This design comes from an exercise in tuning for small area, a short achievable clock period and few clock cycles on the open sky130 flow, not from production work.
RTL that was checked went through simulation tests only; none was proved equivalent to the original.
Power and IR drop assume default switching activity.

Setup of alpha:
// lidar_scan_packet_deframer
module lidar_scan_packet_deframer
(
  input  logic        clk,
  input  logic        rst,
  input  logic        s_tvalid,
  output logic        s_tready,
  input  logic [7:0]  s_tdata,
  output logic        m_tvalid,
  input  logic        m_tready,
  output logic [63:0] m_tdata,
  output logic [2:0]  m_tuser,
  output logic        m_tlast,
  input  logic        psel,
  input  logic        penable,
  input  logic        pwrite,
  input  logic [2:0]  paddr,
  input  logic [31:0] pwdata,
  output logic [31:0] prdata,
  output logic        pready
);
  localparam int DEPTH = 40;
  logic [CNT_W-1:0] sample_limit;
  lspd_regs u_regs (
    .clk          (clk),
    .rst          (rst),
    .psel         (psel),
    .penable      (penable),
    .pwrite       (pwrite),
    .paddr        (paddr),
    .pwdata       (pwdata),
    .prdata       (prdata),
    .pready       (pready),
    .sample_limit (sample_limit),
    .count_max    (cmax)
  );
  function automatic logic [5:0] inc40(input logic [5:0] p);
    inc40 = (p == 6'd39) ? 6'd0 : p + 6'd1;
  endfunction
  localparam int S_HDR0 = 0, S_HDR1 = 1, S_TYPE = 2, S_COUNT = 3, S_SA_LO = 4,
  ...
Settings: LEC_CHECK=0, ABC_CLOCK_PERIOD_IN_PS=2000, CAP_MARGIN=20, CORE_MARGIN=2, CORE_UTILIZATION=35, CTS_CLUSTER_DIAMETER=100, CTS_CLUSTER_SIZE=30, SETUP_SLACK_MARGIN=2.3, SLEW_MARGIN=20; clock period 4.5 ns.
run.sh (not shown) runs the stock make flow with config.mk's settings and CLKGATE_MAP_FILE= SYNTH_SCRIPT=/design/flow/synth_recipe.tcl, a recipe that flattens the netlist after the stock synthesis.
Relative to alpha, the following input files were edited for beta:
Settings: changing CORE_UTILIZATION from 35 to 30.
--- outcome ---
alpha → beta: data arrival time of the critical path +1210 ps; global-route track usage on met1 went down 3.3 points; count of nets after finishing about even. Re depth of the worst hold-timing path: no difference whatsoever between beta and alpha. The ratio of routed vias to standard cells of beta falls short of that of alpha by about 8%. Looking at critical path's slowest cell, the dfxtp_4 result is from beta; the edfxtp_1 one comes from alpha.
Edits applied to the flow inputs when going from beta to gamma:
Settings: ABC_CLOCK_PERIOD_IN_PS now 1900, was 2000; SETUP_SLACK_MARGIN now 2.45, was 2.3.
--- outcome ---
- The final layout from gamma, which completed every stage, passed the timing, DRC and antenna checks at the end of the flow.
- Compared with beta, gamma shows a number of standard cells in the final layout excluding fillers that is 85 higher.
- The total stage count of the critical path number comes out lower for beta vs gamma.
- [diff] wire length of the first global-routing pass, gamma relative to beta: regression
- gamma vs beta: footprint of the multi-input gates up in gamma
- Routed wire length ends up lower on beta.
- Diff beta -> gamma | global-route usage | increase of 1.4 points
- Of the two values seen for critical path launch point, rd_s[2] was produced by gamma and rd_s[3] by beta.
- The lower final area of beta and gamma is in beta.
- In the flow results for beta and gamma, the internal power component is larger on gamma.
- [compare] base=beta new=gamma: measured slew at the worst slew-check pin went down; peak ir drop on the vdd network grew by 0.049 mV; final critical-path required period picked up an extra 8.1 ps.
The inputs of delta differ from those of gamma as listed below.
Settings: changing SETUP_SLACK_MARGIN from 2.45 to 2.3; setting PLACE_DENSITY to 0.4 for the first time; changing ABC_CLOCK_PERIOD_IN_PS from 1900 to 2000.
### Flow results
delta completed every stage of the flow, and the final layout passed the timing, DRC and antenna checks. gamma was carried through to the last stage, and its layout satisfied the timing, DRC and antenna checks. gamma has a lower final period utilization than delta. Compared delta vs gamma, and final critical delay including setup and external delays is up in delta. Looking only at sequential share of layout area, and setting everything else aside, the lower value of delta and gamma goes to gamma.
Relative to delta, the following input files were edited for epsilon:
Settings: swapping 2000 for 2100 in ABC_CLOCK_PERIOD_IN_PS; swapping 2.3 for 2.2 in SETUP_SLACK_MARGIN; clearing PLACE_DENSITY, which used to be 0.4.
==> notes.md <==
- Area used by multi-input combinational logic (epsilon over delta): decrease, 6.8%
- ~same instance area after placement in delta and epsilon
- delta -> epsilon: number of vias in the routed layout decreased by a few percent
- Result for delta and epsilon: all clean
No functional check of the RTL was part of any run of this note.


rev 12:
Another version of the RTL of lidar_scan_packet_deframer (not shown whole).
Size in the first run: ~2,300 cells after synthesis, roughly 880 flip-flops, roughly 150 I/O pins, ~34,000 sq um of cells after synthesis.
Design lidar_scan_packet_deframer, start of the top module:
module lidar_scan_packet_deframer
(
  input  logic        clk,
  input  logic        rst,
  input  logic        s_tvalid,
  output logic        s_tready,
  input  logic [7:0]  s_tdata,
  output logic        m_tvalid,
  input  logic        m_tready,
  output logic [63:0] m_tdata,
  output logic [2:0]  m_tuser,
  output logic        m_tlast,
  input  logic        psel,
  input  logic        penable,
  input  logic        pwrite,
  input  logic [2:0]  paddr,
  input  logic [31:0] pwdata,
  output logic [31:0] prdata,
  output logic        pready
);
Settings: LEC_CHECK=0, ABC_CLOCK_PERIOD_IN_PS=2000, CAP_MARGIN=20, CORE_MARGIN=2, CORE_UTILIZATION=30, CTS_CLUSTER_DIAMETER=100, CTS_CLUSTER_SIZE=30, SETUP_SLACK_MARGIN=2.3, SLEW_MARGIN=20, TNS_END_PERCENT=20; clock period 4.5 ns.
Both conditions hold for rev 12: the flow ran to the end and the final layout passed the timing, DRC and antenna checks.
Testbench counts of rev 12, summed over its fixed seeds: cycles 18,635.
--- input diff rev 12..rev 13 ---
- an added PLACE_DENSITY of 0.5
- a deleted TNS_END_PERCENT that had been 20
==> notes.md <==
Per the comparison of rev 13 with rev 12, cell area shows an increase of 1.9%, share of total power consumed by net switching went up 1.1 points, non-filler instance count after layout up 1.5%.
Between rev 13 and rev 12, the difference in sequential cell area in the final layout is negligible.


Another version of the RTL of lidar_scan_packet_deframer (not shown whole).
Size in the first run: about 2200 cells after synthesis, roughly 850 flip-flops, ~150 I/O pins, about 33000 sq um of cells after synthesis.
make LEC_CHECK=0 ABC_CLOCK_PERIOD_IN_PS=2000 CAP_MARGIN=20 CORE_MARGIN=2 CORE_UTILIZATION=30 CTS_CLUSTER_DIAMETER=100 CTS_CLUSTER_SIZE=30 SETUP_SLACK_MARGIN=2.35 SLEW_MARGIN=20 finish   # period 4.5 ns
==> next run, changes <==
--- a/flow/config.mk
+++ b/flow/config.mk
@@ -13,3 +13,3 @@
 export CTS_CLUSTER_SIZE = 30
-export SETUP_SLACK_MARGIN = 2.35
+export SETUP_SLACK_MARGIN = 2.3
 export SLEW_MARGIN = 20
What happened: The new run ran to the end with no violations. Setup slack gains 0.0037 ns. Final cell count decreases slightly. Wire length increases slightly.
No functional check of the RTL was part of any run of this note.

static timing again, ports no longer ideal:
The flow's constraints put no driver on any port. The routed layouts listed below were extracted and timed again, unchanged, in two steps.
Step 1, drivers: a clkbuf_16 drives clk and a buf_2 each remaining input, both assumed.
Step 2 times the ports against the registers' clock, not the clock port: input delays grow and output delays shrink by t, the midpoint of the rising clock arrivals with the driver on.
Three values: ideal, step 1, step 2; two values: the first two.
run | t, ns | slack for setup (ns) | hold WS [ns] | latest minus earliest clock arrival (ns) | cell pins on the clock port's net
alpha | 0.656 | 2.288 / 2.225 / 1.737 | 0.471 / 0.471 / 0.471 | 0.066 / 0.066 | 1
beta | 0.669 | 2.284 / 2.258 / 1.756 | 0.465 / 0.465 / 0.465 | 0.044 / 0.043 | 1
gamma | 0.688 | 2.275 / 2.253 / 1.874 | 0.462 / 0.462 / 0.462 | 0.053 / 0.053 | 1
delta | 0.704 | 2.256 / 2.256 / 1.682 | 0.464 / 0.464 / 0.464 | 0.057 / 0.058 | 1
epsilon | 0.673 | 2.211 / 2.168 / 1.659 | 0.461 / 0.461 / 0.461 | 0.054 / 0.054 | 1
rev 12 | 0.653 | 2.136 / 2.071 / 1.501 | 0.463 / 0.463 / 0.463 | 0.052 / 0.052 | 1
rev 13 | 0.688 | 2.284 / 2.218 / 1.717 | 0.462 / 0.462 / 0.462 | 0.060 / 0.060 | 1
the first run of note 3 | 0.665 | 2.241 / 2.128 / 1.709 | 0.458 / 0.458 / 0.458 | 0.039 / 0.040 | 1
the second run of note 3 | 0.674 | 2.245 / 2.170 / 1.731 | 0.461 / 0.461 / 0.461 | 0.055 / 0.056 | 1
After both steps every run listed still meets setup and hold. The setup slack of rev 12, which loses most, moves by -0.065 ns with the drivers and by -0.635 ns with both steps.
